What follows belongs to an exercise in optimizing a design on an open flow for a short achievable clock period and few clock cycles per item; a production flow would make more cautious choices. Function was checked by simulation only, so behaviour that the tests miss may differ from the original. Power is estimated from default activity; no workload was simulated.

==> inputs of run Z <==
## cpu_top
module cpu_top (
    input  logic        clk,
    input  logic        reset,
    output logic [9:0]  instr_addr,
    input  logic [17:0] instr_data,
    output logic [9:0]  mem_addr,
    output logic [17:0] mem_wdata,
    output logic        mem_we,
    output logic        mem_re,
    input  logic [17:0] mem_rdata
);
    localparam int PD_LD   = 0;
    localparam int PD_ST   = 1;
    localparam int PD_CMP  = 2;
    localparam int PD_BR   = 3;    
    localparam int PD_JMP  = 4;    
    localparam int PD_WR   = 5;    
    localparam int PD_IMM  = 6;
    localparam int PD_ADD  = 7;    
    localparam int PD_NOR  = 8;
    localparam int PD_AND  = 9;    
    localparam int PD_NAND = 10;
    localparam int PD_CM   = 11;   
    localparam int PD_RX   = 15;   
    localparam int PD_RY   = 19;   
    localparam int PD_W    = 23;
    function automatic logic [PD_W-1:0] predecode(input logic [17:0] w);
        logic [PD_W-1:0] p;
        logic [3:0] op;
        logic       cmp, st;
        op = w[17:14];
        cmp = (op == 4'b0011);
        st  = (op == 4'b1001);
        p = '0;
        p[PD_LD]   = (op == 4'b1000);
        p[PD_ST]   = st;
        p[PD_CMP]  = cmp;
        p[PD_BR]   = op[3] && (op[3:1] != 3'b100);
        p[PD_JMP]  = (op == 4'b1111);
        p[PD_WR]   = (op == 4'b0000) || (op == 4'b0001) || (op == 4'b0010) ||
                     (op == 4'b0100) || (op == 4'b0101) || (op == 4'b0110) ||
                     (op == 4'b1000);
        p[PD_IMM]  = (op == 4'b0001) || (op == 4'b0101);
  ...
make LEC_CHECK=0 ABC_CLOCK_PERIOD_IN_PS=2000 CAP_MARGIN=20 CORE_MARGIN=2 CORE_UTILIZATION=40 GPL_TIMING_DRIVEN=1 SETUP_SLACK_MARGIN=4.0 SLEW_MARGIN=20 finish   # period 6.0 ns
run.sh (not shown) runs the stock make flow with config.mk's settings and CLKGATE_MAP_FILE= SYNTH_SCRIPT=/design/flow/synth_recipe.tcl, a recipe that flattens the netlist after the stock synthesis.
==> run M (differences from run Z) <==
--- a/flow/design.v
+++ b/flow/design.v
@@ -116,20 +116,21 @@
         logic [3:0] op;
         logic       m1, m2;
         op = w[17:14];
         m1 = (w[13:10] == r);
         m2 = (w[9:6] == r);
-        reads_x = ((op == 4'b0011) || (op == 4'b1001)) ? m1 : m2;
+        reads_x = ((op == 4'b0011) || (op == 4'b1001)) ? m1 :
+                  ((op[3] == 1'b0) && (op != 4'b0111)) ? m2 : 1'b0;
     endfunction
     function automatic logic reads_y(input logic [17:0] w, input logic [3:0] r);
         logic [3:0] op;
         logic       m2, m3;
         op = w[17:14];
         m2 = (w[9:6] == r);
         m3 = (w[5:2] == r);
         reads_y = (op == 4'b0011) ? m2 :
-                  ((op == 4'b0001) || (op == 4'b0101)) ? 1'b0 : m3;
+                  ((op[3] == 1'b0) && (op[0] == 1'b0)) ? m3 : 1'b0;
     endfunction
     function automatic logic [17:0] ks_add(input logic [17:0] a, input logic [17:0] b);
         logic [17:0] p, g, gg, pp, gn, pn;
         p = a ^ b;
         g = a & b;
@@ -173,10 +174,14 @@
     assign pd_in = predecode(instr_data);
     logic [9:0]  fa_q;        
     logic [9:0]  pcI_q;       
     logic        vI_q;
     logic        selB_q;      
+    logic        hit_q;       
+    logic [9:0]  tgtH_q;      
+    logic [9:0]  ia_nq;       
+    logic [9:0]  redir_q;     
     logic [1:0]  bht [32];
     logic        btb_v [8];
     logic        btb_j [8];       
     logic [6:0]  btb_tag [8];     
     logic [9:0]  btb_tgt [8];
@@ -184,14 +189,16 @@
     logic [PD_W-1:0] pd_q;
     logic [9:0]  pcD_q;
     logic        vD_q;
     logic        predD_q;     
     logic        bpD_q;       
+    logic [3:0]  mtD_q;       
     logic [9:0]  btgtD_q;     
-    logic        fxe_q, fye_q;    
-    logic        fxw_q, fyw_q;    
-    logic        xs_q, ys_q;      
+    logic        sxl_q, sxw_q;
+    logic        syl_q, syw_q, simm_q;
+    logic        stall_q;     
+    logic [15:0] ohx_q, ohy_q;
     logic        vE_q;
     logic [17:0] opX_q, opY_q;
     logic        e_add_q, e_nor_q, e_and_q, e_ld_q, e_st_q, e_cmp_q, e_wr_q;
     logic [3:0]  e_rd_q;
     logic        mis_q;       
@@ -207,97 +214,116 @@
     logic [17:0] res_q;
     logic        w_wr_q;
     logic [3:0]  w_rd_q;
     logic        mem_we_q, mem_re_q;
     logic [9:0]  mem_addr_q;
+    logic [17:0] wd_nq;       
     logic [17:0] rf [16];
-    assign instr_addr = fa_q;
+    assign instr_addr = ~ia_nq;
     logic [17:0] sum, lres, res;
     logic        eq, lt;
     assign sum  = ks_add(opX_q, opY_q);
     assign lres = e_ld_q  ? mem_rdata :
                   e_nor_q ? ~(opX_q | opY_q) :
                   e_and_q ? (opX_q & opY_q) : ~(opX_q & opY_q);
     assign res  = e_add_q ? sum : lres;
-    assign eq   = (opX_q == opY_q);
+    assign eq   = ~|(opX_q ^ opY_q);
     assign lt   = tree_lt(opX_q, opY_q);
     logic z_n, c_n;
     assign z_n = (vE_q && e_cmp_q) ? eq : z_q;
     assign c_n = (vE_q && e_cmp_q) ? lt : c_q;
     logic mis, dred, stall;
     assign mis   = mis_q;
     assign dred  = vD_q && predD_q && !bpD_q && !mis;
-    assign stall = vD_q && pd_q[PD_LD] && vE_q && e_st_q;
+    assign stall = stall_q;
     logic taken_n;
     assign taken_n = pd_q[PD_CM + {z_n, c_n}];
     logic vE_n, vD_n;
     assign vE_n = vD_q && !mis && !stall;
     assign vD_n = stall ? vD_q : (vI_q && !mis && !dred);
     logic bad;
     assign bad = bpD_q && (!pd_q[PD_BR] || ir_q[13:4] != btgtD_q);
-    logic mis_n;
-    assign mis_n = vE_n && ((pd_q[PD_BR] && (taken_n != predD_q)) || bad);
+    logic mis_f, mis_n;
+    assign mis_f = (vE_q && e_cmp_q) ? (eq ? mtD_q[2] : (lt ? mtD_q[1] : mtD_q[0])) :
+                                       mtD_q[{z_q, c_q}];
+    assign mis_n = vE_n && (mis_f || bad);
     logic [PD_W-1:0] pd_n;
     logic [17:0]     ir_n;
     assign ir_n = stall ? ir_q : instr_data;
     assign pd_n = stall ? pd_q : pd_in;
     logic bht_pred;
     assign bht_pred = bht[pcI_q[4:0]][1];
     logic pred_in;
     assign pred_in = pd_in[PD_JMP] || (pd_in[PD_BR] && bht_pred);
     logic stall_n;
-    assign stall_n = !stall && vD_n && pd_in[PD_LD] && vE_n && pd_q[PD_ST];
+    assign stall_n = !stall && vD_n && vE_n &&
+                     ((pd_in[PD_LD] && pd_q[PD_ST]) ||
+                      (pd_q[PD_ADD] && (reads_x(instr_data, ir_q[13:10]) ||
+                                        reads_y(instr_data, ir_q[13:10]))));
     logic dsel_n;
     assign dsel_n = !stall && vD_n && pred_in && !selB_q;
+    logic [9:0] seqa;
     logic [2:0] bix;
-    logic       hit;
-    assign bix = fa_q[2:0];
-    assign hit = btb_v[bix] && btb_tag[bix] == fa_q[9:3] &&
-                 (btb_j[bix] || bht[fa_q[4:0]][1]);
+    logic       hitL;
+    assign seqa = fa_q + 10'd1;
+    assign bix  = seqa[2:0];
+    assign hitL = btb_v[bix] && btb_tag[bix] == seqa[9:3] &&
+                  (btb_j[bix] || bht[seqa[4:0]][1]);
     logic [9:0] redir_n, fa_n;
+    logic       useq_n;
     assign redir_n = taken_n ? ir_q[13:4] : pcD_q + 10'd1;
     always_comb begin
-        if (mis_n)        fa_n = redir_n;
+        if (mis)          fa_n = redir_q;
         else if (dsel_n)  fa_n = ir_n[13:4];
         else if (stall_n) fa_n = fa_q;
-        else if (hit)     fa_n = btb_tgt[bix];
-        else              fa_n = fa_q + 10'd1;
+        else if (hit_q)   fa_n = tgtH_q;
+        else              fa_n = seqa;
+    end
+    assign useq_n = !mis && !dsel_n && !stall_n && !hit_q;
+    logic [17:0] opX_n, opY_n;
+    always_comb begin
+        opX_n = ({18{sxl_q}} & lres) | ({18{sxw_q}} & res_q);
+        opY_n = ({18{syl_q}} & lres) | ({18{syw_q}} & res_q) |
+                ({18{simm_q}} & {12'd0, ir_q[5:0]});
+        for (int i = 0; i < 16; i++) begin
+            opX_n = opX_n | ({18{ohx_q[i]}} & rf[i]);
+            opY_n = opY_n | ({18{ohy_q[i]}} & rf[i]);
+        end
     end
-    logic [17:0] rfX, rfY, oX, oY, opX_n, opY_n;
-    assign rfX = rf[pd_q[PD_RX +: 4]];
-    assign rfY = rf[pd_q[PD_RY +: 4]];
-    assign oX  = fxe_q ? lres : (fxw_q ? res_q : rfX);
-    assign oY  = pd_q[PD_IMM] ? {12'd0, ir_q[5:0]} :
-                 fye_q ? lres : (fyw_q ? res_q : rfY);
-    assign opX_n = xs_q ? sum : oX;
-    assign opY_n = ys_q ? sum : oY;
     logic e_wr_n;
     assign e_wr_n = vE_n && pd_q[PD_WR];
     logic fxe_n, fye_n, fxw_n, fyw_n;
-    assign fxe_n = e_wr_n && (stall ? 1'b0 : reads_x(instr_data, ir_q[13:10]));
-    assign fye_n = e_wr_n && (stall ? 1'b0 : reads_y(instr_data, ir_q[13:10]));
-    assign fxw_n = e_wr_q && (stall ? 1'b0 : reads_x(instr_data, e_rd_q));
-    assign fyw_n = e_wr_q && (stall ? 1'b0 : reads_y(instr_data, e_rd_q));
+    assign fxe_n = e_wr_n && reads_x(ir_n, ir_q[13:10]);
+    assign fye_n = e_wr_n && reads_y(ir_n, ir_q[13:10]);
+    assign fxw_n = e_wr_q && reads_x(ir_n, e_rd_q);
+    assign fyw_n = e_wr_q && reads_y(ir_n, e_rd_q);
     always_ff @(posedge clk or posedge reset) begin
         if (reset) begin
             fa_q     <= '0;
             pcI_q    <= '0;
             vI_q     <= 1'b0;
             selB_q   <= 1'b0;
+            hit_q    <= 1'b0;
+            tgtH_q   <= '0;
+            ia_nq    <= '1;
+            redir_q  <= '0;
             ir_q     <= '0;
             pd_q     <= '0;
             pcD_q    <= '0;
             vD_q     <= 1'b0;
             predD_q  <= 1'b0;
             bpD_q    <= 1'b0;
+            mtD_q    <= '0;
             btgtD_q  <= '0;
-            fxe_q    <= 1'b0;
-            fye_q    <= 1'b0;
-            fxw_q    <= 1'b0;
-            fyw_q    <= 1'b0;
-            xs_q     <= 1'b0;
-            ys_q     <= 1'b0;
+            sxl_q    <= 1'b0;
+            sxw_q    <= 1'b0;
+            stall_q  <= 1'b0;
+            syl_q    <= 1'b0;
+            syw_q    <= 1'b0;
+            simm_q   <= 1'b0;
+            ohx_q    <= '0;
+            ohy_q    <= '0;
             vE_q     <= 1'b0;
             opX_q    <= '0;
             opY_q    <= '0;
             e_add_q  <= 1'b0;
             e_nor_q  <= 1'b0;
@@ -322,30 +348,40 @@
             w_wr_q   <= 1'b0;
             w_rd_q   <= '0;
             mem_we_q <= 1'b0;
             mem_re_q <= 1'b0;
             mem_addr_q <= '0;
+            wd_nq      <= '1;
         end else begin
             fa_q   <= fa_n;
             pcI_q  <= fa_q;
-            vI_q   <= stall ? vI_q : 1'b1;
-            selB_q <= !mis_n && !dsel_n && !stall_n && hit;
+            ia_nq  <= ~fa_n;
+            vI_q   <= stall ? vI_q : !mis;
+            selB_q <= !mis && !dsel_n && !stall_n && hit_q;
+            hit_q  <= useq_n && hitL;
+            tgtH_q <= btb_tgt[bix];
+            redir_q <= redir_n;
             if (!stall) begin
                 ir_q    <= instr_data;
                 pd_q    <= pd_in;
                 pcD_q   <= pcI_q;
                 predD_q <= pred_in || selB_q;
+                mtD_q   <= {4{pd_in[PD_BR]}} & (pd_in[PD_CM +: 4] ^ {4{pred_in || selB_q}});
                 bpD_q   <= selB_q;
                 btgtD_q <= fa_q;
             end
             vD_q  <= vD_n;
-            fxe_q <= fxe_n;
-            fye_q <= fye_n;
-            fxw_q <= fxw_n;
-            fyw_q <= fyw_n;
-            xs_q  <= fxe_n && pd_q[PD_ADD];
-            ys_q  <= fye_n && pd_q[PD_ADD];
+            sxl_q  <= fxe_n;
+            sxw_q  <= fxw_n && !fxe_n;
+            syl_q  <= fye_n;
+            syw_q  <= fyw_n && !fye_n;
+            stall_q <= stall_n;
+            simm_q <= pd_n[PD_IMM];
+            for (int i = 0; i < 16; i++) begin
+                ohx_q[i] <= (pd_n[PD_RX +: 4] == 4'(i)) && !fxe_n && !fxw_n;
+                ohy_q[i] <= (pd_n[PD_RY +: 4] == 4'(i)) && !fye_n && !fyw_n && !pd_n[PD_IMM];
+            end
             vE_q    <= vE_n;
             opX_q   <= opX_n;
             opY_q   <= opY_n;
             e_add_q <= pd_q[PD_ADD];
             e_nor_q <= pd_q[PD_NOR];
@@ -370,10 +406,11 @@
             w_wr_q <= e_wr_q;
             w_rd_q <= e_rd_q;
             mem_we_q   <= vE_n && pd_q[PD_ST];
             mem_re_q   <= vD_n && pd_n[PD_LD] && !mis_n && !stall_n;
             mem_addr_q <= ((vE_n && pd_q[PD_ST]) || stall) ? ir_q[9:0] : instr_data[9:0];
+            wd_nq      <= ~opX_n;
         end
     end
     always_ff @(posedge clk or posedge reset) begin
         if (reset) begin
             for (int i = 0; i < 32; i++) bht[i] <= 2'b10;
@@ -417,7 +454,7 @@
         end
     end
     assign mem_we    = mem_we_q;
     assign mem_re    = mem_re_q;
     assign mem_addr  = mem_addr_q;
-    assign mem_wdata = opX_q;
+    assign mem_wdata = ~wd_nq;
 endmodule
==> run A (differences from run Z) <==
--- a/flow/design.v
+++ b/flow/design.v
@@ -184,14 +184,15 @@
     logic [PD_W-1:0] pd_q;
     logic [9:0]  pcD_q;
     logic        vD_q;
     logic        predD_q;     
     logic        bpD_q;       
+    logic [3:0]  mtD_q;       
     logic [9:0]  btgtD_q;     
-    logic        fxe_q, fye_q;    
-    logic        fxw_q, fyw_q;    
-    logic        xs_q, ys_q;      
+    logic        sxs_q, sxl_q, sxw_q;
+    logic        sys_q, syl_q, syw_q, simm_q;
+    logic [15:0] ohx_q, ohy_q;
     logic        vE_q;
     logic [17:0] opX_q, opY_q;
     logic        e_add_q, e_nor_q, e_and_q, e_ld_q, e_st_q, e_cmp_q, e_wr_q;
     logic [3:0]  e_rd_q;
     logic        mis_q;       
@@ -207,20 +208,21 @@
     logic [17:0] res_q;
     logic        w_wr_q;
     logic [3:0]  w_rd_q;
     logic        mem_we_q, mem_re_q;
     logic [9:0]  mem_addr_q;
+    logic [17:0] wdata_q;
     logic [17:0] rf [16];
     assign instr_addr = fa_q;
     logic [17:0] sum, lres, res;
     logic        eq, lt;
     assign sum  = ks_add(opX_q, opY_q);
     assign lres = e_ld_q  ? mem_rdata :
                   e_nor_q ? ~(opX_q | opY_q) :
                   e_and_q ? (opX_q & opY_q) : ~(opX_q & opY_q);
     assign res  = e_add_q ? sum : lres;
-    assign eq   = (opX_q == opY_q);
+    assign eq   = ~|(opX_q ^ opY_q);
     assign lt   = tree_lt(opX_q, opY_q);
     logic z_n, c_n;
     assign z_n = (vE_q && e_cmp_q) ? eq : z_q;
     assign c_n = (vE_q && e_cmp_q) ? lt : c_q;
     logic mis, dred, stall;
@@ -232,12 +234,14 @@
     logic vE_n, vD_n;
     assign vE_n = vD_q && !mis && !stall;
     assign vD_n = stall ? vD_q : (vI_q && !mis && !dred);
     logic bad;
     assign bad = bpD_q && (!pd_q[PD_BR] || ir_q[13:4] != btgtD_q);
-    logic mis_n;
-    assign mis_n = vE_n && ((pd_q[PD_BR] && (taken_n != predD_q)) || bad);
+    logic mis_f, mis_n;
+    assign mis_f = (vE_q && e_cmp_q) ? (eq ? mtD_q[2] : (lt ? mtD_q[1] : mtD_q[0])) :
+                                       mtD_q[{z_q, c_q}];
+    assign mis_n = vE_n && (mis_f || bad);
     logic [PD_W-1:0] pd_n;
     logic [17:0]     ir_n;
     assign ir_n = stall ? ir_q : instr_data;
     assign pd_n = stall ? pd_q : pd_in;
     logic bht_pred;
@@ -260,18 +264,20 @@
         else if (dsel_n)  fa_n = ir_n[13:4];
         else if (stall_n) fa_n = fa_q;
         else if (hit)     fa_n = btb_tgt[bix];
         else              fa_n = fa_q + 10'd1;
     end
-    logic [17:0] rfX, rfY, oX, oY, opX_n, opY_n;
-    assign rfX = rf[pd_q[PD_RX +: 4]];
-    assign rfY = rf[pd_q[PD_RY +: 4]];
-    assign oX  = fxe_q ? lres : (fxw_q ? res_q : rfX);
-    assign oY  = pd_q[PD_IMM] ? {12'd0, ir_q[5:0]} :
-                 fye_q ? lres : (fyw_q ? res_q : rfY);
-    assign opX_n = xs_q ? sum : oX;
-    assign opY_n = ys_q ? sum : oY;
+    logic [17:0] opX_n, opY_n;
+    always_comb begin
+        opX_n = ({18{sxs_q}} & sum) | ({18{sxl_q}} & lres) | ({18{sxw_q}} & res_q);
+        opY_n = ({18{sys_q}} & sum) | ({18{syl_q}} & lres) | ({18{syw_q}} & res_q) |
+                ({18{simm_q}} & {12'd0, ir_q[5:0]});
+        for (int i = 0; i < 16; i++) begin
+            opX_n = opX_n | ({18{ohx_q[i]}} & rf[i]);
+            opY_n = opY_n | ({18{ohy_q[i]}} & rf[i]);
+        end
+    end
     logic e_wr_n;
     assign e_wr_n = vE_n && pd_q[PD_WR];
     logic fxe_n, fye_n, fxw_n, fyw_n;
     assign fxe_n = e_wr_n && (stall ? 1'b0 : reads_x(instr_data, ir_q[13:10]));
     assign fye_n = e_wr_n && (stall ? 1'b0 : reads_y(instr_data, ir_q[13:10]));
@@ -287,17 +293,21 @@
             pd_q     <= '0;
             pcD_q    <= '0;
             vD_q     <= 1'b0;
             predD_q  <= 1'b0;
             bpD_q    <= 1'b0;
+            mtD_q    <= '0;
             btgtD_q  <= '0;
-            fxe_q    <= 1'b0;
-            fye_q    <= 1'b0;
-            fxw_q    <= 1'b0;
-            fyw_q    <= 1'b0;
-            xs_q     <= 1'b0;
-            ys_q     <= 1'b0;
+            sxs_q    <= 1'b0;
+            sxl_q    <= 1'b0;
+            sxw_q    <= 1'b0;
+            sys_q    <= 1'b0;
+            syl_q    <= 1'b0;
+            syw_q    <= 1'b0;
+            simm_q   <= 1'b0;
+            ohx_q    <= '0;
+            ohy_q    <= '0;
             vE_q     <= 1'b0;
             opX_q    <= '0;
             opY_q    <= '0;
             e_add_q  <= 1'b0;
             e_nor_q  <= 1'b0;
@@ -322,30 +332,37 @@
             w_wr_q   <= 1'b0;
             w_rd_q   <= '0;
             mem_we_q <= 1'b0;
             mem_re_q <= 1'b0;
             mem_addr_q <= '0;
+            wdata_q    <= '0;
         end else begin
             fa_q   <= fa_n;
             pcI_q  <= fa_q;
             vI_q   <= stall ? vI_q : 1'b1;
             selB_q <= !mis_n && !dsel_n && !stall_n && hit;
             if (!stall) begin
                 ir_q    <= instr_data;
                 pd_q    <= pd_in;
                 pcD_q   <= pcI_q;
                 predD_q <= pred_in || selB_q;
+                mtD_q   <= {4{pd_in[PD_BR]}} & (pd_in[PD_CM +: 4] ^ {4{pred_in || selB_q}});
                 bpD_q   <= selB_q;
                 btgtD_q <= fa_q;
             end
             vD_q  <= vD_n;
-            fxe_q <= fxe_n;
-            fye_q <= fye_n;
-            fxw_q <= fxw_n;
-            fyw_q <= fyw_n;
-            xs_q  <= fxe_n && pd_q[PD_ADD];
-            ys_q  <= fye_n && pd_q[PD_ADD];
+            sxs_q  <= fxe_n && pd_q[PD_ADD];
+            sxl_q  <= fxe_n && !pd_q[PD_ADD];
+            sxw_q  <= fxw_n && !fxe_n;
+            sys_q  <= fye_n && pd_q[PD_ADD];
+            syl_q  <= fye_n && !pd_q[PD_ADD];
+            syw_q  <= fyw_n && !fye_n;
+            simm_q <= pd_n[PD_IMM];
+            for (int i = 0; i < 16; i++) begin
+                ohx_q[i] <= (pd_n[PD_RX +: 4] == 4'(i)) && !fxe_n && !fxw_n;
+                ohy_q[i] <= (pd_n[PD_RY +: 4] == 4'(i)) && !fye_n && !fyw_n && !pd_n[PD_IMM];
+            end
             vE_q    <= vE_n;
             opX_q   <= opX_n;
             opY_q   <= opY_n;
             e_add_q <= pd_q[PD_ADD];
             e_nor_q <= pd_q[PD_NOR];
@@ -370,10 +387,11 @@
             w_wr_q <= e_wr_q;
             w_rd_q <= e_rd_q;
             mem_we_q   <= vE_n && pd_q[PD_ST];
             mem_re_q   <= vD_n && pd_n[PD_LD] && !mis_n && !stall_n;
             mem_addr_q <= ((vE_n && pd_q[PD_ST]) || stall) ? ir_q[9:0] : instr_data[9:0];
+            if (pd_q[PD_ST]) wdata_q <= opX_n;
         end
     end
     always_ff @(posedge clk or posedge reset) begin
         if (reset) begin
             for (int i = 0; i < 32; i++) bht[i] <= 2'b10;
@@ -417,7 +435,7 @@
         end
     end
     assign mem_we    = mem_we_q;
     assign mem_re    = mem_re_q;
     assign mem_addr  = mem_addr_q;
-    assign mem_wdata = opX_q;
+    assign mem_wdata = wdata_q;
 endmodule
==> run notes <==
- Run M finished clean. Run A ran to the end with no violations. Run Z completed with no timing, DRC or antenna violations.
- Combinational power, highest first: run A, run M, run Z.
- Cell count, lowest first: run Z, run A, run M.
- Of run A and run Z, run A has the higher clock power (gap about 10%, measured against run Z).
- Via count, highest first: run A, run M, run Z.
- The highest utilization belongs to run Z, the lowest to run M.
- Between run Z and run A, the lower register-to-register slack is in run Z (gap 0.16 ns).
- Global-route usage, highest first: run A, run Z, run M.
- Synthesized area, highest first: run M, run A, run Z.
==> figures <==
Run status: run Z timing/DRC/antenna clean; run A timing/DRC/antenna clean; run M timing/DRC/antenna clean
WL/cell: run Z 26.93 um; run A 27.64 um; run M 26.70 um
Final weighted congestion of routability-driven global placement: run Z 0.9023; run A 0.9056; run M 0.8772
Seq power: run Z 0.00847 W; run A 0.00907 W; run M 0.00939 W
Die Span Y: run Z 303.7 um; run A 308.9 um; run M 312.8 um
Multi-input gate share of total cell area: run Z 0.4197; run A 0.4010; run M 0.3998
Initial antenna violation count: run Z 1; run A 3; run M 0
Pin count of the biggest net entering global routing: run Z 113; run A 130; run M 173
Number of nets at the end of the flow: run Z 3653; run A 3671; run M 3672
Routed Wire Length: run Z 128600 um; run A 134800 um; run M 130900 um
Cell Count, Final, Fillers Out: run Z 4775; run A 4877; run M 4903
Sink count of the clock tree: run Z 698; run A 752; run M 785
Net Sw Frac: run Z 0.3745; run A 0.3652; run M 0.3643
Area of the core region: run Z 88650 sq um; run A 91940 sq um; run M 94730 sq um
Number of library cell types mapped by synthesis: run Z 79; run A 83; run M 83
Data arrival time of the critical path: run Z 3.90 ns; run A 3.77 ns; run M 3.34 ns
Synthesized flop and latch total: run Z 698; run A 752; run M 785
Testbench counts of run Z, summed over its fixed seeds: cycles 92,650, instrs 84,944.
Testbench counts of run M, summed over its fixed seeds: cycles 95,621, instrs 84,944.
Testbench counts of run A, summed over its fixed seeds: cycles 92,650, instrs 84,944.

afterwards: timing with drivers on the ports:
The flow's constraints put no driver on any port. The routed layouts listed below were extracted and timed again, unchanged, in two steps. Step 1 sets driving cells, clkbuf_16 on the clock port and buf_2 on the other inputs (assumed; they add their load-dependent delay and slew). Step 2 adds t to the input delays and takes it off the output delays; t is the mean of the earliest and latest rising clock arrival at the registers after step 1. Input paths then give back, and output paths get back, about the clock's delay inside the block. Slacks: ideal ports / drivers / drivers and shift; pairs: ideal ports / drivers.
| run | t, ns | setup WS [ns] | hold slack, ns |
|---|---|---|---|
| run Z | 0.697 | 2.612 / 2.612 / 2.612 | 0.376 / 0.376 / 0.376 |
| run M | 0.708 | 3.187 / 3.187 / 2.628 | 0.397 / 0.397 / 0.397 |
| run A | 0.720 | 2.775 / 2.775 / 2.507 | 0.384 / 0.384 / 0.384 |
After both steps setup and hold are still met in every run listed. The setup slack of run M, which loses most, moves by 0.000 ns with the drivers and by -0.559 ns with both steps.
